This design comes from an exercise in tuning for a short achievable clock period and few clock cycles on the open sky130 flow, not from production work.
Only simulation tests tie the RTL to the original design; equivalence was not proved.
No activity file was given, so power comes from the tool's default toggle rates.

File: design/flow/design.v
`timescale 1ns/10ps
package rvCorePkg;
	localparam int xlen = 32;
	typedef logic [xlen-1:0] word_t;
	typedef logic [4:0] regAddr_t;
	localparam logic [6:0] opOp     = 7'b0110011;
	localparam logic [6:0] opOpImm  = 7'b0010011;
	localparam logic [6:0] opLoad   = 7'b0000011;
	localparam logic [6:0] opStore  = 7'b0100011;
	localparam logic [6:0] opBranch = 7'b1100011;
	localparam logic [6:0] opJal    = 7'b1101111;
	localparam logic [6:0] opLui    = 7'b0110111;
	localparam int btbEntries = 8;
	localparam int btbIdxBits = 3;
endpackage
`timescale 1ns/10ps
module instrFetch (
	input  logic             clk,
	input  logic             reset,
	input  logic             bulkReset,
	input  logic             stall,
	input  logic             exRedirect,
	input  logic             misToTargetEq,
	input  logic             misToSeqEq,
	input  logic             misToTargetNe,
	input  logic             misToSeqNe,
	input  logic             exEq,
	input  rvCorePkg::word_t exTarget,
	input  rvCorePkg::word_t exSeq,
	input  logic             idRedirect,
	input  rvCorePkg::word_t idTarget,
	input  logic             btbUpdate,
	input  logic             btbTaken,
	input  rvCorePkg::word_t btbPc,
	input  rvCorePkg::word_t btbTarget,
	input  rvCorePkg::word_t instrData,
	output rvCorePkg::word_t pc,
	output logic             fetchValid,
	output rvCorePkg::word_t fetchPc,
	output rvCorePkg::word_t fetchPc4,
	output rvCorePkg::word_t fetchTarget,
	output rvCorePkg::word_t fetchInstr,
	output logic             fetchPredTaken,
	output logic             fetchStatic,
	output logic [31:1]      fetchRs1Sel,
	output logic [31:1]      fetchRs2Sel
);
	localparam int n = rvCorePkg::btbEntries;
	logic [n-1:0]     btbValid;
	rvCorePkg::word_t btbTag [n];
	rvCorePkg::word_t btbDest [n];
	logic [rvCorePkg::btbIdxBits-1:0] victim;
	logic             uValid;
	logic             uTaken;
	logic [n-1:0]     uHit;
	rvCorePkg::word_t uPc;
	rvCorePkg::word_t uTarget;
	logic [n-1:0]     hitF;
	logic [n-1:0]     hitE;
	logic             predF;
	rvCorePkg::word_t predPc;
	rvCorePkg::word_t pcNext;
	rvCorePkg::word_t pcFront;
	rvCorePkg::word_t pcIfEq, pcIfNe;
	rvCorePkg::word_t pcPlus4;
	rvCorePkg::word_t immJ, immB, targetJ, targetB;
	logic             staticF;
	logic [12:0]      lowB, lowJ, fetchLowB, fetchLowJ;
	logic [19:0]      hiInc, hiDec, hiIncF, hiDecF;
	logic [11:0]      hiJInc, hiJDec, hiJIncF, hiJDecF;
	logic [8:0]       midJ, midJ0, midJ1, midJ0F, midJ1F;
	logic             signD;
	assign immJ    = {{11{instrData[31]}}, instrData[31], instrData[19:12], instrData[20], instrData[30:21], 1'b0};
	assign immB    = {{19{instrData[31]}}, instrData[31], instrData[7], instrData[30:25], instrData[11:8], 1'b0};
	assign lowB    = {1'b0, pc[11:0]} + {1'b0, immB[11:0]};
	assign lowJ    = {1'b0, pc[11:0]} + {1'b0, immJ[11:0]};
	assign hiIncF  = pc[31:12] + 20'd1;
	assign hiDecF  = pc[31:12] - 20'd1;
	assign hiJIncF = pc[31:20] + 12'd1;
	assign hiJDecF = pc[31:20] - 12'd1;
	assign signD   = fetchInstr[31];
	assign targetB[11:0]  = fetchLowB[11:0];
	assign targetB[31:12] = (fetchPc[31:12] & {20{fetchLowB[12] == signD}}) |
		(hiInc & {20{fetchLowB[12] && !signD}}) | (hiDec & {20{!fetchLowB[12] && signD}});
	assign midJ0F  = {1'b0, pc[19:12]} + {1'b0, instrData[19:12]};
	assign midJ1F  = {1'b0, pc[19:12]} + {1'b0, instrData[19:12]} + 9'd1;
	assign midJ    = fetchLowJ[12] ? midJ1 : midJ0;
	assign targetJ[11:0]  = fetchLowJ[11:0];
	assign targetJ[19:12] = midJ[7:0];
	assign targetJ[31:20] = (fetchPc[31:20] & {12{midJ[8] == signD}}) |
		(hiJInc & {12{midJ[8] && !signD}}) | (hiJDec & {12{!midJ[8] && signD}});
	assign fetchTarget = (targetJ & {32{fetchInstr[3]}}) | (targetB & {32{!fetchInstr[3]}});
	assign pcPlus4 = pc + 32'd4;
	assign staticF = (instrData[6:0] == rvCorePkg::opJal) ||
		(instrData[6:0] == rvCorePkg::opBranch && instrData[31]);
	always_comb begin
		predPc = '0;
		for (int i = 0; i < n; i++) begin
			hitF[i] = btbValid[i] && btbTag[i] == pc;
			hitE[i] = btbValid[i] && btbTag[i] == btbPc;
			predPc = predPc | (hitF[i] ? btbDest[i] : '0);
		end
	end
	assign predF = |hitF;
	always_comb begin
		if (stall)           pcFront = pc;
		else if (idRedirect) pcFront = idTarget;
		else if (predF)      pcFront = predPc;
		else                 pcFront = pcPlus4;
		if (misToTargetEq)   pcIfEq = exTarget;
		else if (misToSeqEq) pcIfEq = exSeq;
		else                 pcIfEq = pcFront;
		if (misToTargetNe)   pcIfNe = exTarget;
		else if (misToSeqNe) pcIfNe = exSeq;
		else                 pcIfNe = pcFront;
		pcNext = exEq ? pcIfEq : pcIfNe;
	end
	always_ff @(posedge clk) begin
		if (reset) pc <= '0;
		else       pc <= pcNext;
	end
	always_ff @(posedge clk) begin
		if (reset || exRedirect || idRedirect) begin
			fetchValid <= 1'b0;
		end else if (!stall) begin
			fetchValid <= 1'b1;
		end
		if (!stall) begin
			fetchPc        <= pc;
			fetchPc4       <= pcPlus4;
			fetchLowB      <= lowB;
			midJ0          <= midJ0F;
			midJ1          <= midJ1F;
			hiInc          <= hiIncF;
			hiDec          <= hiDecF;
			hiJInc         <= hiJIncF;
			hiJDec         <= hiJDecF;
			fetchLowJ      <= lowJ;
			fetchInstr     <= instrData;
			fetchPredTaken <= predF;
			fetchStatic    <= staticF;
			for (int i = 1; i < 32; i++) begin
				fetchRs1Sel[i] <= instrData[19:15] == i;
				fetchRs2Sel[i] <= instrData[24:20] == i;
			end
		end
	end
	always_ff @(posedge clk) begin
		uPc     <= btbPc;
		uTarget <= btbTarget;
		uTaken  <= btbTaken;
		uHit    <= hitE;
		if (reset) uValid <= 1'b0;
		else       uValid <= btbUpdate;
	end
	always_ff @(posedge clk) begin
		if (bulkReset) begin
			btbValid <= '0;
			victim   <= '0;
		end else if (uValid) begin
			if (uTaken) begin
				if (uHit == '0) begin
					btbValid[victim] <= 1'b1;
					btbTag[victim]   <= uPc;
					btbDest[victim]  <= uTarget;
					victim <= victim + 1'b1;
				end
			end else begin
				btbValid <= btbValid & ~uHit;
			end
		end
	end
endmodule
`timescale 1ns/10ps
module instrDecode (
	input  logic                valid,
	input  rvCorePkg::word_t    fetchPc,
	input  rvCorePkg::word_t    fetchPc4,
	input  rvCorePkg::word_t    fetchTarget,
	input  rvCorePkg::word_t    fetchInstr,
	input  logic                fetchPredTaken,
	input  logic                fetchStatic,
	input  rvCorePkg::word_t    rd1,
	input  rvCorePkg::word_t    rd2,
	input  logic                exRegWrite,
	input  logic                exLoad,
	input  rvCorePkg::regAddr_t exRd,
	input  logic                memRegWrite,
	input  logic                memLoad,
	input  rvCorePkg::regAddr_t memRd,
	input  rvCorePkg::word_t    memAlu,
	input  rvCorePkg::word_t    memData,
	input  logic                exRedirect,
	input  logic                exAdd,
	input  logic                exSumZero,
	output rvCorePkg::regAddr_t rs1,
	output rvCorePkg::regAddr_t rs2,
	output logic                stall,
	output logic                idRedirect,
	output rvCorePkg::word_t    idTarget,
	output logic                dValid,
	output rvCorePkg::word_t    dA,
	output rvCorePkg::word_t    dB,
	output rvCorePkg::word_t    dS,
	output logic                dFwdA,
	output logic                dFwdB,
	output logic                dFwdS,
	output rvCorePkg::word_t    dConst,
	output logic [7:0]          dSel,
	output logic                dSub,
	output logic                dArith,
	output logic                dRegWrite,
	output logic                dLoad,
	output logic                dStore,
	output logic                dBranch,
	output logic                dBne,
	output logic                dJal,
	output logic                dPredTaken,
	output rvCorePkg::word_t    dPc,
	output rvCorePkg::word_t    dTarget,
	output rvCorePkg::word_t    dPc4,
	output rvCorePkg::regAddr_t dRd
);
	logic [6:0] opcode;
	logic [2:0] funct3;
	logic       alt;
	rvCorePkg::regAddr_t rd;
	rvCorePkg::word_t immI, immS, immU;
	logic isOp, isOpImm, isLoad, isStore, isBranch, isJal, isLui;
	logic usesRs1, usesRs2;
	rvCorePkg::word_t v1, v2;
	logic knownHere, knownTaken, predTaken;
	rvCorePkg::word_t jumpTarget;
	assign opcode = fetchInstr[6:0];
	assign funct3 = fetchInstr[14:12];
	assign alt    = fetchInstr[30];
	assign rd     = fetchInstr[11:7];
	assign rs1    = fetchInstr[19:15];
	assign rs2    = fetchInstr[24:20];
	assign immI = {{20{fetchInstr[31]}}, fetchInstr[31:20]};
	assign immS = {{20{fetchInstr[31]}}, fetchInstr[31:25], fetchInstr[11:7]};
	assign immU = {fetchInstr[31:12], 12'b0};
	assign isOp     = opcode == rvCorePkg::opOp;
	assign isOpImm  = opcode == rvCorePkg::opOpImm;
	assign isLoad   = opcode == rvCorePkg::opLoad;
	assign isStore  = opcode == rvCorePkg::opStore;
	assign isBranch = opcode == rvCorePkg::opBranch;
	assign isJal    = opcode == rvCorePkg::opJal;
	assign isLui    = opcode == rvCorePkg::opLui;
	assign usesRs1 = (isOp || isOpImm || isLoad || isStore || isBranch) && rs1 != '0;
	assign usesRs2 = (isOp || isStore || isBranch) && rs2 != '0;
	always_comb begin
		v1 = rd1;
		if (memRegWrite && memRd == rs1) v1 = memLoad ? memData : memAlu;
		if (rs1 == '0) v1 = '0;
		v2 = rd2;
		if (memRegWrite && memRd == rs2) v2 = memLoad ? memData : memAlu;
		if (rs2 == '0) v2 = '0;
	end
	assign stall = valid && exLoad && exRd != '0 &&
		((usesRs1 && exRd == rs1) || (usesRs2 && exRd == rs2));
	assign jumpTarget  = fetchTarget;
	assign knownHere = isBranch && exAdd && exRegWrite &&
		((rs2 == '0 && rs1 != '0 && exRd == rs1) || (rs1 == '0 && rs2 != '0 && exRd == rs2));
	assign knownTaken = exSumZero ^ funct3[0];
	assign predTaken  = knownHere ? knownTaken : (fetchPredTaken || fetchStatic);
	assign idTarget    = predTaken ? jumpTarget : fetchPc4;
	assign idRedirect  = valid && (predTaken != fetchPredTaken) && !stall && !exRedirect;
	assign dValid    = valid && !stall && !exRedirect;
	assign dA        = v1;
	assign dB        = isOp || isBranch ? v2 : (isStore ? immS : immI);
	assign dS        = v2;
	assign dFwdA     = usesRs1 && exRegWrite && exRd == rs1;
	assign dFwdB     = (isOp || isBranch) && usesRs2 && exRegWrite && exRd == rs2;
	assign dFwdS     = usesRs2 && exRegWrite && exRd == rs2;
	assign dConst    = isLui ? immU : fetchPc4;
	assign dPc       = fetchPc;
	assign dPc4      = fetchPc4;
	assign dTarget   = jumpTarget;
	assign dRd       = rd;
	always_comb begin
		dSel   = '0;
		dSub   = 1'b0;
		dArith = alt;
		if (isOp || isOpImm) begin
			case (funct3)
				3'b000: dSel[0] = 1'b1;
				3'b010: dSel[1] = 1'b1;
				3'b111: dSel[2] = 1'b1;
				3'b110: dSel[3] = 1'b1;
				3'b100: dSel[4] = 1'b1;
				3'b001: dSel[5] = 1'b1;
				3'b101: dSel[6] = 1'b1;
				default: dSel[0] = 1'b1;
			endcase
			dSub = (funct3 == 3'b000 && isOp && alt) || funct3 == 3'b010;
		end else if (isLui || isJal) begin
			dSel[7] = 1'b1;
		end else begin
			dSel[0] = 1'b1;
		end
	end
	assign dRegWrite  = (isOp || isOpImm || isLoad || isLui || isJal) && rd != '0;
	assign dLoad      = isLoad;
	assign dStore     = isStore;
	assign dBranch    = isBranch;
	assign dBne       = funct3[0];
	assign dJal       = isJal;
	assign dPredTaken = predTaken;
endmodule
`timescale 1ns/10ps
module regFile (
	input  logic                clk,
	input  logic                bulkReset,
	input  rvCorePkg::regAddr_t rs1,
	input  rvCorePkg::regAddr_t rs2,
	input  logic [31:1]         rs1Sel,
	input  logic [31:1]         rs2Sel,
	input  logic                wrEn,
	input  rvCorePkg::regAddr_t wrAddr,
	input  rvCorePkg::word_t    wrData,
	input  logic [31:1]         wrSel,
	output rvCorePkg::word_t    rd1,
	output rvCorePkg::word_t    rd2
);
	rvCorePkg::word_t regs [1:31];
	always_ff @(posedge clk) begin
		if (bulkReset) begin
			for (int i = 1; i < 32; i++) begin
				regs[i] <= '0;
			end
		end else begin
			for (int i = 1; i < 32; i++) begin
				if (wrSel[i]) regs[i] <= wrData;
			end
		end
	end
	rvCorePkg::word_t read1, read2;
	always_comb begin
		read1 = '0;
		read2 = '0;
		for (int i = 1; i < 32; i++) begin
			read1 = read1 | (rs1Sel[i] ? regs[i] : '0);
			read2 = read2 | (rs2Sel[i] ? regs[i] : '0);
		end
	end
	assign rd1 = (wrEn && wrAddr == rs1 && rs1 != '0) ? wrData : read1;
	assign rd2 = (wrEn && wrAddr == rs2 && rs2 != '0) ? wrData : read2;
endmodule
`timescale 1ns/10ps
module decodeExecReg (
	input  logic                clk,
	input  logic                reset,
	input  logic                dValid,
	input  rvCorePkg::word_t    exResult,
	input  rvCorePkg::word_t    dA,
	input  rvCorePkg::word_t    dB,
	input  rvCorePkg::word_t    dS,
	input  logic                dFwdA,
	input  logic                dFwdB,
	input  logic                dFwdS,
	input  rvCorePkg::word_t    dConst,
	input  logic [7:0]          dSel,
	input  logic                dSub,
	input  logic                dArith,
	input  logic                dRegWrite,
	input  logic                dLoad,
	input  logic                dStore,
	input  logic                dBranch,
	input  logic                dBne,
	input  logic                dJal,
	input  logic                dPredTaken,
	input  rvCorePkg::word_t    dPc,
	input  rvCorePkg::word_t    dTarget,
	input  rvCorePkg::word_t    dPc4,
	input  rvCorePkg::regAddr_t dRd,
	output rvCorePkg::word_t    eA,
	output rvCorePkg::word_t    eB,
	output rvCorePkg::word_t    eBx,
	output rvCorePkg::word_t    eS,
	output rvCorePkg::word_t    eConst,
	output logic [7:0]          eSel,
	output logic                eSub,
	output logic                eArith,
	output logic                eRegWrite,
	output logic                eLoad,
	output logic                eStore,
	output logic                eBranch,
	output logic                eBne,
	output logic                eJal,
	output logic                ePredTaken,
	output rvCorePkg::word_t    ePc,
	output rvCorePkg::word_t    eTarget,
	output rvCorePkg::word_t    ePc4,
	output rvCorePkg::regAddr_t eRd
);
	always_ff @(posedge clk) begin
		eA      <= dFwdA ? exResult : dA;
		eB      <= dFwdB ? exResult : dB;
		eBx     <= dFwdA ? (dSub ? ~exResult : exResult) : (dSub ? ~dA : dA);
		eS      <= dFwdS ? exResult : dS;
		eConst  <= dConst;
		eSel    <= dSel;
		eSub    <= dSub;
		eArith  <= dArith;
		eBne    <= dBne;
		ePc     <= dPc;
		eTarget <= dTarget;
		ePc4    <= dPc4;
		eRd     <= dRd;
		if (reset || !dValid) begin
			eRegWrite  <= 1'b0;
			eLoad      <= 1'b0;
			eStore     <= 1'b0;
			eBranch    <= 1'b0;
			eJal       <= 1'b0;
			ePredTaken <= 1'b0;
		end else begin
			eRegWrite  <= dRegWrite;
			eLoad      <= dLoad;
			eStore     <= dStore;
			eBranch    <= dBranch;
			eJal       <= dJal;
			ePredTaken <= dPredTaken;
		end
	end
endmodule
`timescale 1ns/10ps
module executeUnit (
	input  logic                clk,
	input  logic                reset,
	input  rvCorePkg::word_t    eA,
	input  rvCorePkg::word_t    eB,
	input  rvCorePkg::word_t    eBx,
	input  rvCorePkg::word_t    eS,
	input  rvCorePkg::word_t    eConst,
	input  logic [7:0]          eSel,
	input  logic                eSub,
	input  logic                eArith,
	input  logic                eRegWrite,
	input  logic                eLoad,
	input  logic                eStore,
	input  logic                eBranch,
	input  logic                eBne,
	input  logic                eJal,
	input  logic                ePredTaken,
	input  rvCorePkg::word_t    ePc,
	input  rvCorePkg::word_t    eTarget,
	input  rvCorePkg::word_t    ePc4,
	input  rvCorePkg::regAddr_t eRd,
	input  rvCorePkg::word_t    memData,
	output rvCorePkg::word_t    exResult,
	output logic                exAdd,
	output logic                exSumZero,
	output logic                exRedirect,
	output logic                misToTargetEq,
	output logic                misToSeqEq,
	output logic                misToTargetNe,
	output logic                misToSeqNe,
	output logic                exEq,
	output logic                btbUpdate,
	output logic                btbTaken,
	output rvCorePkg::word_t    btbPc,
	output rvCorePkg::word_t    btbTarget,
	output logic                mRegWrite,
	output logic                mLoad,
	output rvCorePkg::regAddr_t mRd,
	output rvCorePkg::word_t    mAlu,
	output logic                wEn,
	output rvCorePkg::regAddr_t wAddr,
	output rvCorePkg::word_t    wData,
	output logic [31:1]         wSel,
	output logic                memRead,
	output logic                memWrite,
	output rvCorePkg::word_t    rwAddress,
	output rvCorePkg::word_t    writeData
);
	rvCorePkg::word_t a, b, s, bx, sum, sumRaw, res, sra, other;
	logic lt, eq, taken;
	logic mStore;
	rvCorePkg::word_t mStoreData;
	assign a = eA;
	assign b = eB;
	assign s = eS;
	assign bx  = eBx;
	ksAdd #(.w(32)) addEx (.a(bx), .b(b), .cin(1'b0), .sum(sumRaw), .cout());
	assign sum = sumRaw ^ {32{eSub}};
	assign lt  = (a[31] ^ b[31]) ? a[31] : sum[31];
	assign sra = $signed(a) >>> b[4:0];
	always_comb begin
		other = '0;
		if (eSel[1]) other = other | {31'b0, lt};
		if (eSel[2]) other = other | (a & b);
		if (eSel[3]) other = other | (a | b);
		if (eSel[4]) other = other | (a ^ b);
		if (eSel[5]) other = other | (a << b[4:0]);
		if (eSel[6]) other = other | (eArith ? sra : a >> b[4:0]);
		if (eSel[7]) other = other | eConst;
	end
	assign res = eSel[0] ? sum : other;
	assign eq    = a == b;
	assign taken = eJal || (eBranch && (eq ^ eBne));
	assign misToTargetEq = eBranch && !ePredTaken && !eBne;
	assign misToTargetNe = eBranch && !ePredTaken && eBne;
	assign misToSeqEq    = (eBranch && ePredTaken && eBne) || (!eBranch && !eJal && ePredTaken);
	assign misToSeqNe    = (eBranch && ePredTaken && !eBne) || (!eBranch && !eJal && ePredTaken);
	assign exEq          = eq;
	assign exRedirect    = eq ? (misToTargetEq || misToSeqEq) : (misToTargetNe || misToSeqNe);
	assign exResult    = res;
	assign exAdd = eSel[0] && !eSub && !eLoad;
	always_comb begin
		exSumZero = !(a[0] ^ b[0]);
		for (int i = 1; i < 32; i++) begin
			exSumZero = exSumZero && ((a[i] ^ b[i]) == (a[i-1] | b[i-1]));
		end
	end
	assign btbUpdate = eBranch || eJal;
	assign btbTaken  = taken;
	assign btbPc     = ePc;
	assign btbTarget = eTarget;
	always_ff @(posedge clk) begin
		mAlu       <= res;
		mStoreData <= s;
		mRd        <= eRd;
		wAddr      <= mRd;
		for (int i = 1; i < 32; i++) begin
			wSel[i] <= !reset && mRegWrite && mRd == i;
		end
		wData      <= mLoad ? memData : mAlu;
		if (reset) begin
			mRegWrite <= 1'b0;
			mLoad     <= 1'b0;
			mStore    <= 1'b0;
			wEn       <= 1'b0;
		end else begin
			mRegWrite <= eRegWrite;
			mLoad     <= eLoad;
			mStore    <= eStore;
			wEn       <= mRegWrite;
		end
	end
	assign memRead   = mLoad;
	assign memWrite  = mStore;
	assign rwAddress = mAlu;
	assign writeData = mStoreData;
endmodule
module ksAdd #(
	parameter int w = 32
) (
	input  logic [w-1:0] a,
	input  logic [w-1:0] b,
	input  logic         cin,
	output logic [w-1:0] sum,
	output logic         cout
);
	logic [w-1:0] p;
	logic [w-1:0] g [6];
	logic [w-1:0] q [6];
	assign p = a ^ b;
	always_comb begin
		g[0] = a & b;
		g[0][0] = (a[0] & b[0]) | (p[0] & cin);
		q[0] = p;
		for (int l = 0; l < 5; l++) begin
			for (int i = 0; i < w; i++) begin
				if (i >= (1 << l)) begin
					g[l+1][i] = g[l][i] | (q[l][i] & g[l][i-(1<<l)]);
					q[l+1][i] = q[l][i] & q[l][i-(1<<l)];
				end else begin
					g[l+1][i] = g[l][i];
					q[l+1][i] = q[l][i];
				end
			end
		end
	end
	assign sum  = p ^ {g[5][w-2:0], cin};
	assign cout = g[5][w-1];
endmodule
`timescale 1ns/10ps
module rvCore (
	input  logic             clk,
	input  logic             reset,
	input  rvCorePkg::word_t instrData,
	input  rvCorePkg::word_t memData,
	output rvCorePkg::word_t pc,
	output logic             memRead,
	output logic             memWrite,
	output rvCorePkg::word_t rwAddress,
	output rvCorePkg::word_t writeData
);
	logic                fetchValid;
	logic                bulkReset;
	rvCorePkg::word_t    fetchPc;
	rvCorePkg::word_t    fetchPc4;
	rvCorePkg::word_t    fetchTarget;
	rvCorePkg::word_t    fetchInstr;
	logic                fetchPredTaken;
	logic                fetchStatic;
	logic [31:1]         fetchRs1Sel;
	logic [31:1]         fetchRs2Sel;
	logic                stall;
	logic                idRedirect;
	rvCorePkg::word_t    idTarget;
	logic                exRedirect;
	logic                misToTargetEq, misToSeqEq;
	logic                misToTargetNe, misToSeqNe;
	logic                exEq;
	rvCorePkg::word_t    exResult;
	logic                exAdd;
	logic                exSumZero;
	logic                btbUpdate;
	logic                btbTaken;
	rvCorePkg::word_t    btbPc;
	rvCorePkg::word_t    btbTarget;
	rvCorePkg::regAddr_t rs1, rs2;
	rvCorePkg::word_t    rd1, rd2;
	logic                dValid, dFwdA, dFwdB, dFwdS, dSub, dArith;
	logic                dRegWrite, dLoad, dStore, dBranch, dBne, dJal, dPredTaken;
	rvCorePkg::word_t    dA, dB, dS, dConst, dPc, dTarget, dPc4;
	logic [7:0]          dSel;
	rvCorePkg::regAddr_t dRd;
	logic                eSub, eArith;
	logic                eRegWrite, eLoad, eStore, eBranch, eBne, eJal, ePredTaken;
	rvCorePkg::word_t    eBx;
	rvCorePkg::word_t    eA, eB, eS, eConst, ePc, eTarget, ePc4;
	logic [7:0]          eSel;
	rvCorePkg::regAddr_t eRd;
	logic                mRegWrite, mLoad;
	rvCorePkg::regAddr_t mRd;
	rvCorePkg::word_t    mAlu;
	logic                wEn;
	rvCorePkg::regAddr_t wAddr;
	rvCorePkg::word_t    wData;
	logic [31:1]         wSel;
	always_ff @(posedge clk) begin
		bulkReset <= reset;
	end
	instrFetch fetchStage (
		.clk            (clk),
		.reset          (reset),
		.bulkReset      (bulkReset),
		.stall          (stall),
		.exRedirect     (exRedirect),
		.misToTargetEq  (misToTargetEq),
		.misToSeqEq     (misToSeqEq),
		.misToTargetNe  (misToTargetNe),
		.misToSeqNe     (misToSeqNe),
		.exEq           (exEq),
		.exTarget       (eTarget),
		.exSeq          (ePc4),
		.idRedirect     (idRedirect),
		.idTarget       (idTarget),
		.btbUpdate      (btbUpdate),
		.btbTaken       (btbTaken),
		.btbPc          (btbPc),
		.btbTarget      (btbTarget),
		.instrData      (instrData),
		.pc             (pc),
		.fetchValid     (fetchValid),
		.fetchPc        (fetchPc),
		.fetchPc4       (fetchPc4),
		.fetchTarget    (fetchTarget),
		.fetchInstr     (fetchInstr),
		.fetchPredTaken (fetchPredTaken),
		.fetchStatic    (fetchStatic),
		.fetchRs1Sel    (fetchRs1Sel),
		.fetchRs2Sel    (fetchRs2Sel)
	);
	instrDecode decodeStage (
		.valid          (fetchValid),
		.fetchPc        (fetchPc),
		.fetchPc4       (fetchPc4),
		.fetchTarget    (fetchTarget),
		.fetchInstr     (fetchInstr),
		.fetchPredTaken (fetchPredTaken),
		.fetchStatic    (fetchStatic),
		.rd1            (rd1),
		.rd2            (rd2),
		.exRegWrite     (eRegWrite),
		.exLoad         (eLoad),
		.exRd           (eRd),
		.memRegWrite    (mRegWrite),
		.memLoad        (mLoad),
		.memRd          (mRd),
		.memAlu         (mAlu),
		.memData        (memData),
		.exRedirect     (exRedirect),
		.exAdd          (exAdd),
		.exSumZero      (exSumZero),
		.rs1            (rs1),
		.rs2            (rs2),
		.stall          (stall),
		.idRedirect     (idRedirect),
		.idTarget       (idTarget),
		.dValid         (dValid),
		.dA             (dA),
		.dB             (dB),
		.dS             (dS),
		.dFwdA          (dFwdA),
		.dFwdB          (dFwdB),
		.dFwdS          (dFwdS),
		.dConst         (dConst),
		.dSel           (dSel),
		.dSub           (dSub),
		.dArith         (dArith),
		.dRegWrite      (dRegWrite),
		.dLoad          (dLoad),
		.dStore         (dStore),
		.dBranch        (dBranch),
		.dBne           (dBne),
		.dJal           (dJal),
		.dPredTaken     (dPredTaken),
		.dPc            (dPc),
		.dTarget        (dTarget),
		.dPc4           (dPc4),
		.dRd            (dRd)
	);
	regFile registers (
		.clk       (clk),
		.bulkReset (bulkReset),
		.rs1    (rs1),
		.rs2    (rs2),
		.rs1Sel (fetchRs1Sel),
		.rs2Sel (fetchRs2Sel),
		.wrEn   (wEn),
		.wrAddr (wAddr),
		.wrData (wData),
		.wrSel  (wSel),
		.rd1    (rd1),
		.rd2    (rd2)
	);
	decodeExecReg decodeExec (
		.clk        (clk),
		.reset      (reset),
		.dValid     (dValid),
		.exResult   (exResult),
		.dA         (dA),
		.dB         (dB),
		.dS         (dS),
		.dFwdA      (dFwdA),
		.dFwdB      (dFwdB),
		.dFwdS      (dFwdS),
		.dConst     (dConst),
		.dSel       (dSel),
		.dSub       (dSub),
		.dArith     (dArith),
		.dRegWrite  (dRegWrite),
		.dLoad      (dLoad),
		.dStore     (dStore),
		.dBranch    (dBranch),
		.dBne       (dBne),
		.dJal       (dJal),
		.dPredTaken (dPredTaken),
		.dPc        (dPc),
		.dTarget    (dTarget),
		.dPc4       (dPc4),
		.dRd        (dRd),
		.eA         (eA),
		.eB         (eB),
		.eBx        (eBx),
		.eS         (eS),
		.eConst     (eConst),
		.eSel       (eSel),
		.eSub       (eSub),
		.eArith     (eArith),
		.eRegWrite  (eRegWrite),
		.eLoad      (eLoad),
		.eStore     (eStore),
		.eBranch    (eBranch),
		.eBne       (eBne),
		.eJal       (eJal),
		.ePredTaken (ePredTaken),
		.ePc        (ePc),
		.eTarget    (eTarget),
		.ePc4       (ePc4),
		.eRd        (eRd)
	);
	executeUnit backEnd (
		.clk        (clk),
		.reset      (reset),
		.eA         (eA),
		.eB         (eB),
		.eBx        (eBx),
		.eS         (eS),
		.eConst     (eConst),
		.eSel       (eSel),
		.eSub       (eSub),
		.eArith     (eArith),
		.eRegWrite  (eRegWrite),
		.eLoad      (eLoad),
		.eStore     (eStore),
		.eBranch    (eBranch),
		.eBne       (eBne),
		.eJal       (eJal),
		.ePredTaken (ePredTaken),
		.ePc        (ePc),
		.eTarget    (eTarget),
		.ePc4       (ePc4),
		.eRd        (eRd),
		.memData    (memData),
		.exResult   (exResult),
		.exAdd      (exAdd),
		.exSumZero  (exSumZero),
		.exRedirect (exRedirect),
		.misToTargetEq(misToTargetEq),
		.misToSeqEq   (misToSeqEq),
		.misToTargetNe(misToTargetNe),
		.misToSeqNe   (misToSeqNe),
		.exEq         (exEq),
		.btbUpdate  (btbUpdate),
		.btbTaken   (btbTaken),
		.btbPc      (btbPc),
		.btbTarget  (btbTarget),
		.mRegWrite  (mRegWrite),
		.mLoad      (mLoad),
		.mRd        (mRd),
		.mAlu       (mAlu),
		.wEn        (wEn),
		.wAddr      (wAddr),
		.wData      (wData),
		.wSel       (wSel),
		.memRead    (memRead),
		.memWrite   (memWrite),
		.rwAddress  (rwAddress),
		.writeData  (writeData)
	);
endmodule
File: design/flow/flow/run.sh
#!/bin/bash
# The standard layout (standard.sh runs the standard flow's own ORFS flow), with one
# change: the buffers put on the input and output ports are buf_4 cells
# instead of the slow delay cell the port buffering picks by default.
# ORFS writes each step's full log under orfs/logs/; the make output goes
# to standard.log here.
set -euo pipefail
export BUFFER_PORTS_ARGS="-buffer_cell sky130_fd_sc_hd__buf_4"
bash standard.sh > standard.log 2>&1
File: design/flow/standard.sh
#!/bin/bash
# synth_recipe.tcl (not shown) runs the flow's synth.tcl, then flattens the netlist and writes it again
# the make line also repeats each setting of config.mk as NAME=value (left out here)
make -C /OpenROAD-flow-scripts/flow DESIGN_CONFIG=/design/flow/config.mk WORK_HOME=/design/flow/orfs CLKGATE_MAP_FILE= SYNTH_SCRIPT=/design/flow/synth_recipe.tcl "${@:-finish}"
File: design/flow/config.mk
export PLATFORM = sky130hd
export DESIGN_NAME = rvCore
export DESIGN_NICKNAME = rvCore
export VERILOG_FILES = /design/flow/design.v
export SDC_FILE = /design/flow/constraint.sdc
export NUM_CORES = 4
export LEC_CHECK = 0
export ABC_CLOCK_PERIOD_IN_PS = 2800
export CAP_MARGIN = 20
export CORE_MARGIN = 2
export CORE_UTILIZATION = 40
export SETUP_SLACK_MARGIN = 5
export SLEW_MARGIN = 20
File: design/flow/constraint.sdc
create_clock -name core_clock -period 8.0 [get_ports {clk}]
set_input_delay 1.6000 -clock core_clock [delete_from_list [all_inputs] [get_ports {clk}]]
set_output_delay 1.6000 -clock core_clock [all_outputs]
set_load 0.01 [all_outputs]
==> results.sh, run 1 <==
export IMPL_rows=188
export IMPL_fill_cells=23700
export IMPL_synthesis_area_sq_um=105000
export IMPL_vias=90800
export IMPL_async_flop_share=0
export IMPL_synth_top_cells_by_area="dfxtp_1 (29%), edfxtp_1 (22%), mux2i_1 (10%)"
export IMPL_powerDensity_nw_per_um2=206
export IMPL_cts_buffer_depth=4
export IMPL_grt_use_met2=0.516
export IMPL_ys_warn_count=10
export IMPL_syn_nets=10000
export IMPL_portBuffers=163
export IMPL_wl_per_cell_microns=36.7
export IMPL_worstPathMaxFanout=7
export IMPL_initial_utilization=0.402
export IMPL_place_gp_congestion=1.01
export IMPL_crit_type="reg2reg"
export IMPL_fp_dieW_microns=517
export IMPL_cap_violations=0
export IMPL_dp_hpwl_mm=291
export IMPL_start_kind="flip-flop"
export IMPL_antenna_found_initial=41
export IMPL_clk_latency_ns=0.89
export IMPL_use_met3=0.113
export IMPL_tightestPinTransition_ns=1.30
export IMPL_wl_mm=501
export IMPL_power_uw=25800
export IMPL_ys_seq_area_frac=0.511
export IMPL_synthTopCellsByCount="dfxtp_1 (1,528), nor2_1 (1,375), mux2i_1 (1,080), edfxtp_1 (774), clkbuf_1 (617)"
export IMPL_arrival_ns=4.30
export IMPL_cp_slowest_cell="a221o_1"
export IMPL_dieArea_sq_um=267000
export IMPL_path_cells="buf_16, fa_2, a211o_1, a2111oi_4, buf_4, nor2_4, a311o_1, a221o_1, a31oi_2, o21ai_1, o31a_1, o2bb2ai_2, xor2_1"
export IMPL_dp_cells=12900
export IMPL_avgSynthCellArea_sq_um=10.7
export IMPL_fin_cells=13700
export IMPL_ios=164
export IMPL_synth_seq_cells=2302
export IMPL_slew_violations=0
export IMPL_synth_cell_types=93
export IMPL_synth_area_leader_cell="dfxtp_1"
export IMPL_p_leak_uw=0.0436
export IMPL_num_nets_final=10200
export IMPL_drt_iter0_markers=17100
export IMPL_cts_buffers=266
export IMPL_ir_drop_mv=0.172
export IMPL_fin_worst_hold_slack_ns=0.322
export IMPL_relSlewSlack=0.136
export IMPL_cpPeakStageDelay_ns=0.39
export IMPL_period_share=0.456
export IMPL_viasPerCell=6.64
export IMPL_drc=0
export IMPL_ant_nets=0
export IMPL_skew_ns=0.0959
export IMPL_synth_top_cell_area_share=0.291
export IMPL_die_h_microns=517
export IMPL_clk_pin_slew_worst_paths_ns=0.06
export IMPL_outcome="timing/DRC/antenna clean"
export IMPL_synth_edf_count=774
export IMPL_top_usage_layer="met2"
export IMPL_fin_crit_ns=3.65
export IMPL_yosysMostFrequentCell="dfxtp_1"
export IMPL_crit_path_end_kind="flip-flop"
export IMPL_cts_sinks=2302
export IMPL_grt_max_degree=210
export IMPL_drt_first_pass_iters=11
export IMPL_use_met1=0.447
export IMPL_grt_overflow=0
export IMPL_syn2layout_area_growth_pct=19.1
export IMPL_grt_pass1_vias=85400
export IMPL_synth_flop_cell="dfxtp_1"
export IMPL_tns_ns=0
export IMPL_rsz0062_at_grt="yes"
export IMPL_synthCells=9811
export IMPL_ctsRootBufferMaster="clkbuf_16"
export IMPL_hp_class="reg2reg"
export IMPL_core_area_sq_um=262000
export IMPL_grt_usage=0.360
export IMPL_cp_data_required_time_ns=8.65
export IMPL_cts_htree_levels=5
export IMPL_grt_pass1_wl_mm=680
export IMPL_max_freq_mhz=274
export IMPL_cts_tree="yes"
export IMPL_hold_viol=0
export IMPL_finalSetupViolCount=0
export IMPL_drive_above_1_share=0.180
-- final cells by class --
| cell class | count | area [sq um] | area share |
|---|---|---|---|
| antenna | 14 | 35.0 | 0.000279 |
| clock buffer | 384 | 7710 | 0.0615 |
| clock inverter | 85 | 778 | 0.00621 |
| inverter | 133 | 522 | 0.00416 |
| multi-input combinational | 6504 | 50000 | 0.399 |
| sequential | 2302 | 54300 | 0.433 |
| tap | 3515 | 4400 | 0.0351 |
| timing repair buffer | 734 | 7660 | 0.0611 |
-- stage by stage --
step,setup WS [ns],utilization,area (sq um)
5_1_grt,4.32,0.478,125000
2_1_floorplan,4.36,-,106000
3_3_place_gp,2.96,0.420,110000
4_1_cts,4.20,0.474,124000
6_report,4.35,0.479,125000
3_5_place_dp,2.98,0.421,110000
-- per-layer routing --
| metal | routed length, microns | vias up |
|---|---|---|
| li1 | - | 36600 |
| met1 | 180000 | 44400 |
| met2 | 205000 | 7625 |
| met3 | 67000 | 2207 |
| met4 | 48400 | 36 |
| met5 | 238 | - |
-- flip-flops by register name, indices dropped and copies added (netlist names), 32 cells and up --
signal,flops
registers.regs,992
decodeExec.eS,32
decodeExec.eBx,32
decodeExec.eConst,32
fetchStage.btbTag,256
decodeExec.eTarget,32
fetchStage.uPc,32
fetchStage.fetchInstr,32
decodeExec.ePc,32
fetchStage.btbDest,256
backEnd.wData,32
fetchStage.uTarget,32
fetchStage.pc,32
backEnd.mStoreData,32
decodeExec.eA,32
decodeExec.eB,32
backEnd.mAlu,32
-- placed cells by master (no fill, tap or decap), drive strengths merged, types with 49 or more instances in the layout --
cell and n:
dfxtp 1528, nor2 1379, mux2i 1083, edfxtp 774
buf 704, xnor2 537, a22oi 474, clkbuf 387
a221oi 307, a22o 292, a21oi 259, nand4 248
xor2 241, nand2 220, nand3 161, o21ai 155
nor3 144, inv 141, ha 139, a222oi 105
nor4 88, mux2 83, a211oi 79, mux4 67
clkinv 61, o22ai 50, a21o 49
-- worst paths after layout --
kind	from	endpoint	slack, ns	cells past startpoint
worst min-delay path	decodeExec.eTarget[31]$_DFF_P_	fetchStage.uTarget[31]$_DFF_P_	0.32	0
worst max-delay path	decodeExec.eB[1]$_DFF_P_	decodeExec.eBx[30]$_DFF_P_	4.35	13
worst min register to register	decodeExec.eTarget[31]$_DFF_P_	fetchStage.uTarget[31]$_DFF_P_	0.32	0
worst max register to register	decodeExec.eB[1]$_DFF_P_	decodeExec.eBx[30]$_DFF_P_	4.35	13
-- repair_timing --
action / in CTS / in global routing
hold buffers: 0 / 0
resized for setup: 627 / 167
buffers inserted: 241 / 39
endpoints found under the setup margin: 650 / 554
gates cloned: 33 / 5
pin swaps: 90 / 74
-- cells by family (layout without fill, tap and decap cells) --
logic type,Yosys count,in the layout,synth area share
adders and majority gates,143,143,0.0173
buffers and inverters,1012,1336,0.0384
DFF,2302,2302,0.511
xor gates and xnor gates,778,778,0.0647
AOI/OAI and AO/OA,1940,1940,0.139
and+or+nand+nor,2407,2410,0.103
muxes,1229,1233,0.126
other,0,14,0
-- power breakdown --
| part | internal, uW | switching (uW) | total [uW] | leakage [uW] |
|---|---|---|---|---|
| Sequential | 12200 | 234 | 12400 | 0.0200 |
| Combinational | 410 | 873 | 1280 | 0.0194 |
| Clock | 7010 | 5090 | 12100 | 0.00418 |
| Total | 19600 | 6200 | 25800 | 0.0436 |
-- worst max-delay path, delay by kind of cell (launching register included) --
family | cells | cell delay, ns
xor+xnor | 1 | 0.17
compound gates | 8 | 2.18
fa+ha+maj | 1 | 0.36
buf+inv | 2 | 0.34
flops | 1 | 0.36
simple gates | 1 | 0.06
Testbench counts, summed over its fixed seeds: cycles 39,587.
==> run 2: changes to the inputs <==
--- a/design/flow/design.v
+++ b/design/flow/design.v
@@ -483,7 +483,7 @@
 	assign b = eB;
 	assign s = eS;
 	assign bx  = eBx;
-	ksAdd #(.w(32)) addEx (.a(bx), .b(b), .cin(1'b0), .sum(sumRaw), .cout());
+	csAdd addEx (.a(bx), .b(b), .sum(sumRaw));
 	assign sum = sumRaw ^ {32{eSub}};
 	assign lt  = (a[31] ^ b[31]) ? a[31] : sum[31];
 	assign sra = $signed(a) >>> b[4:0];
@@ -544,37 +544,27 @@
 	assign rwAddress = mAlu;
 	assign writeData = mStoreData;
 endmodule
-module ksAdd #(
-	parameter int w = 32
-) (
-	input  logic [w-1:0] a,
-	input  logic [w-1:0] b,
-	input  logic         cin,
-	output logic [w-1:0] sum,
-	output logic         cout
+module csAdd (
+	input  logic [31:0] a,
+	input  logic [31:0] b,
+	output logic [31:0] sum
 );
-	logic [w-1:0] p;
-	logic [w-1:0] g [6];
-	logic [w-1:0] q [6];
-	assign p = a ^ b;
+	logic [8:0] s0 [4];
+	logic [8:0] s1 [4];
+	logic [4:0] c;
 	always_comb begin
-		g[0] = a & b;
-		g[0][0] = (a[0] & b[0]) | (p[0] & cin);
-		q[0] = p;
-		for (int l = 0; l < 5; l++) begin
-			for (int i = 0; i < w; i++) begin
-				if (i >= (1 << l)) begin
-					g[l+1][i] = g[l][i] | (q[l][i] & g[l][i-(1<<l)]);
-					q[l+1][i] = q[l][i] & q[l][i-(1<<l)];
-				end else begin
-					g[l+1][i] = g[l][i];
-					q[l+1][i] = q[l][i];
-				end
-			end
+		for (int k = 0; k < 4; k++) begin
+			s0[k] = {1'b0, a[8*k +: 8]} + {1'b0, b[8*k +: 8]};
+			s1[k] = {1'b0, a[8*k +: 8]} + {1'b0, b[8*k +: 8]} + 9'd1;
+		end
+	end
+	assign c[0] = 1'b0;
+	always_comb begin
+		for (int k = 0; k < 4; k++) begin
+			sum[8*k +: 8] = (s1[k][7:0] & {8{c[k]}}) | (s0[k][7:0] & {8{!c[k]}});
+			c[k+1]        = (s1[k][8] & c[k]) | (s0[k][8] & !c[k]);
 		end
 	end
-	assign sum  = p ^ {g[5][w-2:0], cin};
-	assign cout = g[5][w-1];
 endmodule
 `timescale 1ns/10ps
 module rvCore (
==> run 2 against run 1 <==
Effect of this change:
- still clean on timing, DRC and antenna
- routed wire length rose by 0.33%
- final cell count rose by 0.53%
- fmax fell by 0.69%
- via count rose by 0.71%
- utilization rose by 0.52 points
- global-route usage rose by 0.20 points
- sequential share of layout area fell by 0.45 points
- sequential cell count did not move
- critical path type unchanged
- largest cell class unchanged
==> results.sh, run 2 <==
export IMPL_place_gp_congestion=0.984
export IMPL_cts_sinks=2302
export IMPL_path_cells="buf_4, buf_4, a22o_1, a221oi_1, nand4_1, nor3_2, a211oi_1, a21oi_1, o2bb2ai_4, xnor2_1"
export IMPL_rsz0062_at_grt="yes"
export IMPL_portBuffers=163
export IMPL_ys_seq_area_frac=0.511
export IMPL_grt_pass1_vias=86200
export IMPL_relSlewSlack=0.116
export IMPL_tightestPinTransition_ns=1.33
export IMPL_synthCells=9829
export IMPL_clk_pin_slew_worst_paths_ns=0.07
export IMPL_max_freq_mhz=272
export IMPL_grt_max_degree=233
export IMPL_largest_register_ffs=992
export IMPL_critPathTopFamily="compound AO/OA/AOI/OAI gates"
export IMPL_r2r_cells=10
export IMPL_yosysMostFrequentCell="dfxtp_1"
export IMPL_synthesis_area_sq_um=105000
export IMPL_cts_htree_levels=4
export IMPL_slew_violations=0
export IMPL_tns_ns=0
export IMPL_ant_nets=0
export IMPL_largest_register="registers.regs"
export IMPL_grt_pass1_wl_mm=685
export IMPL_drt_iter0_markers=16900
export IMPL_cpPeakStageDelay_ns=0.69
export IMPL_cts_tree="yes"
export IMPL_cp_data_required_time_ns=8.81
export IMPL_ios=164
export IMPL_synth_top_cells_by_area="dfxtp_1 (29%), edfxtp_1 (22%), mux2i_1 (10%)"
export IMPL_regToRegSetupSlack_ns=4.32
export IMPL_outcome="timing/DRC/antenna clean"
export IMPL_cap_violations=0
export IMPL_skew_ns=0.106
export IMPL_arrival_ns=4.49
export IMPL_p_leak_uw=0.0441
export IMPL_dp_cells=12900
export IMPL_fin_crit_ns=3.68
export IMPL_worstPathMaxFanout=21
export IMPL_synth_flop_cell="dfxtp_1"
export IMPL_num_nets_final=10200
export IMPL_period_share=0.460
export IMPL_grt_overflow=0
export IMPL_core_area_sq_um=262000
export IMPL_rows=188
export IMPL_clk_latency_ns=0.96
export IMPL_fp_dieW_microns=517
export IMPL_cts_buffer_depth=4
export IMPL_drc=0
export IMPL_mostFrequentLayoutCells="nor2_1 (1,349), dfxtp_1 (1,342), mux2i_1 (1,085), edfxtp_1 (774), buf_4 (528)"
export IMPL_syn2layout_area_growth_pct=20.3
export IMPL_viasPerCell=6.65
export IMPL_drive_above_1_share=0.193
export IMPL_vias=91500
export IMPL_final_common_cell="nor2_1"
export IMPL_die_h_microns=517
export IMPL_crit_type="reg2reg"
export IMPL_ir_drop_mv=0.207
export IMPL_ys_warn_count=10
export IMPL_avgSynthCellArea_sq_um=10.7
export IMPL_synth_seq_cells=2302
export IMPL_synthTopCellsByCount="dfxtp_1 (1,528), nor2_1 (1,367), mux2i_1 (1,105), edfxtp_1 (774), clkbuf_1 (609)"
export IMPL_min_from="decodeExec.eS[31]$_DFF_P_"
export IMPL_min_path_cells=0
export IMPL_initial_utilization=0.402
export IMPL_synth_edf_count=774
export IMPL_grt_usage=0.362
export IMPL_ctsRootBufferMaster="clkbuf_16"
export IMPL_dieArea_sq_um=268000
export IMPL_fin_worst_hold_slack_ns=0.310
export IMPL_reg_top3="registers.regs (992), fetchStage.btbDest (256), fetchStage.btbTag (256)"
export IMPL_fill_cells=23400
export IMPL_hold_viol=0
export IMPL_wl_per_cell_microns=36.6
export IMPL_dp_hpwl_mm=294
export IMPL_cp_slowest_cell="nor3_2"
export IMPL_wl_mm=503
export IMPL_antenna_found_initial=37
export IMPL_rr_endpoint="decodeExec.eBx[25]$_DFF_P_"
export IMPL_async_flop_share=0
export IMPL_hp_class="reg2reg"
export IMPL_synth_top_cell_area_share=0.290
export IMPL_cts_buffers=245
export IMPL_r2r_start="fetchStage.fetchRs1Sel[25]$_DFFE_PN_"
export IMPL_drt_first_pass_iters=13
export IMPL_hold_end="backEnd.mStoreData[31]$_DFF_P_"
export IMPL_synth_area_leader_cell="dfxtp_1"
export IMPL_cp_common_cell="buf_4"
export IMPL_powerDensity_nw_per_um2=204
export IMPL_start_kind="flip-flop"
export IMPL_critPathBufInv=2
export IMPL_crit_path_end_kind="flip-flop"
export IMPL_power_uw=25900
export IMPL_syn_nets=10000
export IMPL_synth_cell_types=103
export IMPL_fin_cells=13700
export IMPL_finalSetupViolCount=0
[run 2: changes by cell type after synthesis, sizes merged, moves of 11 or more]
cell    previous run  this run
a22oi            474       500
mux2i           1081      1106
nor3             144       159
nand3            161       144
a22o             292       278
xor2             241       263
xnor2            537       526
a21o              49        30
nor2            1378      1367
a221oi           307       282
a211oi            79        93
nor4              88        99
nor2b             23        34
nand2            218       204
[run 2: worst register-to-register path, stage by stage (launching register included)]
cell       delay [ns]
edfxtp_1         0.35
buf_4            0.29
buf_4            0.40
a22o_1           0.36
a221oi_1         0.22
nand4_1          0.18
nor3_2           0.69
a211oi_1         0.19
a21oi_1          0.69
o2bb2ai_4        0.12
xnor2_1          0.15
[run 2: logic make-up (layout without fill, tap and decap cells)]
| logic type | count (synthesis) | count (layout) | share of synthesized area |
|---|---|---|---|
| buffers and inverters | 1019 | 1404 | 0.0378 |
| DFF | 2302 | 2302 | 0.511 |
| other | 0 | 12 | 0 |
| xor gates and xnor gates | 789 | 789 | 0.0659 |
| adders and majority gates | 154 | 154 | 0.0188 |
| muxes | 1251 | 1251 | 0.127 |
| AOI/OAI and AO/OA | 1907 | 1908 | 0.137 |
| and+or+nand+nor | 2407 | 2409 | 0.104 |
[run 2: layout make-up]
type	instances	area, sq um	share of cell area
antenna	12	30.0	0.000237
clock buffer	338	7090	0.0559
clock inverter	113	1430	0.0113
inverter	140	563	0.00444
multi-input combinational	6511	50400	0.397
sequential	2302	54300	0.428
tap	3515	4400	0.0347
timing repair buffer	811	8590	0.0677
timing repair inverter	2	20.0	0.000158
[run 2: worst max path at each step]
stage / start / to / slack [ns] / cells after the start
2_1_floorplan: instrData[12] / fetchStage.midJ1[8]$_DFFE_PN_ / 4.57 / 10
3_3_place_gp: fetchStage.fetchInstr[15]$_DFFE_PN_ / fetchStage.pc[17]$_SDFF_PP0_ / 2.85 / 14
3_5_place_dp: fetchStage.fetchInstr[15]$_DFFE_PN_ / fetchStage.pc[17]$_SDFF_PP0_ / 2.83 / 14
4_1_cts: decodeExec.eB[16]$_DFF_P_ / decodeExec.eB[0]$_DFF_P_ / 4.33 / 13
5_1_grt: decodeExec.eB[16]$_DFF_P_ / decodeExec.eB[0]$_DFF_P_ / 4.26 / 13
6_report: fetchStage.fetchRs1Sel[25]$_DFFE_PN_ / decodeExec.eBx[25]$_DFF_P_ / 4.32 / 10
[run 2: metal layers]
layer,vias up,wire length [microns],track usage
li1,36700,-,-
met1,44600,183000,0.455
met2,7816,202000,0.511
met3,2314,71300,0.125
met4,37,46600,0.263
met5,-,348,0
[run 2: per-stage QoR]
| stage | worst slack [ns] | cell area (sq um) | utilization |
|---|---|---|---|
| floorplan | 4.57 | 106000 | - |
| global placement | 2.85 | 110000 | 0.420 |
| detailed placement | 2.83 | 110000 | 0.420 |
| CTS | 4.33 | 125000 | 0.478 |
| global route | 4.26 | 127000 | 0.484 |
| finish | 4.32 | 127000 | 0.484 |
[run 2: power by group]
group          total [uW]  internal, uW  leakage [uW]  switching, uW
Clock               12200          7140       0.00420           5020
Sequential          12400         12200        0.0201            242
Combinational        1320           444        0.0198            874
[run 2: repair_timing]
action                                  4_1_cts  5_1_grt
endpoints found under the setup margin     1338      964
gates resized for setup                     837      181
pin swaps                                   117       64
gates cloned                                 36        2
hold buffers                                  0        0
setup buffers                               278       62
Testbench counts of run 2, summed over its fixed seeds: cycles 39,587.

==> separate check: timing with driven ports <==
The flow's constraints put no driver on any port. The routed layouts listed below were extracted and timed again, unchanged, in two steps. Step 1 (the two cells are an assumption about what drives the block):
set clk [get_ports {clk}]
set_driving_cell -lib_cell sky130_fd_sc_hd__clkbuf_16 $clk
set_driving_cell -lib_cell sky130_fd_sc_hd__buf_2 [delete_from_list [all_inputs] $clk]
Step 2 adds t to the input delays and takes it off the output delays; t is the mean of the earliest and latest rising clock arrival at the registers after step 1. Input paths then give back, and output paths get back, about the clock's delay inside the block. Three values: no drivers, after step 1, after step 2; two values: the first two.
run	t (ns)	setup WS [ns]	hold slack, ns	slew at the worst register clock pin (ns)	worst slew at a driven data input, ns
run 1	0.934	4.348 / 4.348 / 4.117	0.322 / 0.322 / 0.322	0.07 / 0.07	0.28
run 2	1.014	4.323 / 4.323 / 4.115	0.310 / 0.310 / 0.310	0.08 / 0.08	0.25
After both steps every run listed still meets setup and hold. The setup slack of run 1, which loses most, moves by 0.000 ns with the drivers and by -0.231 ns with both steps.
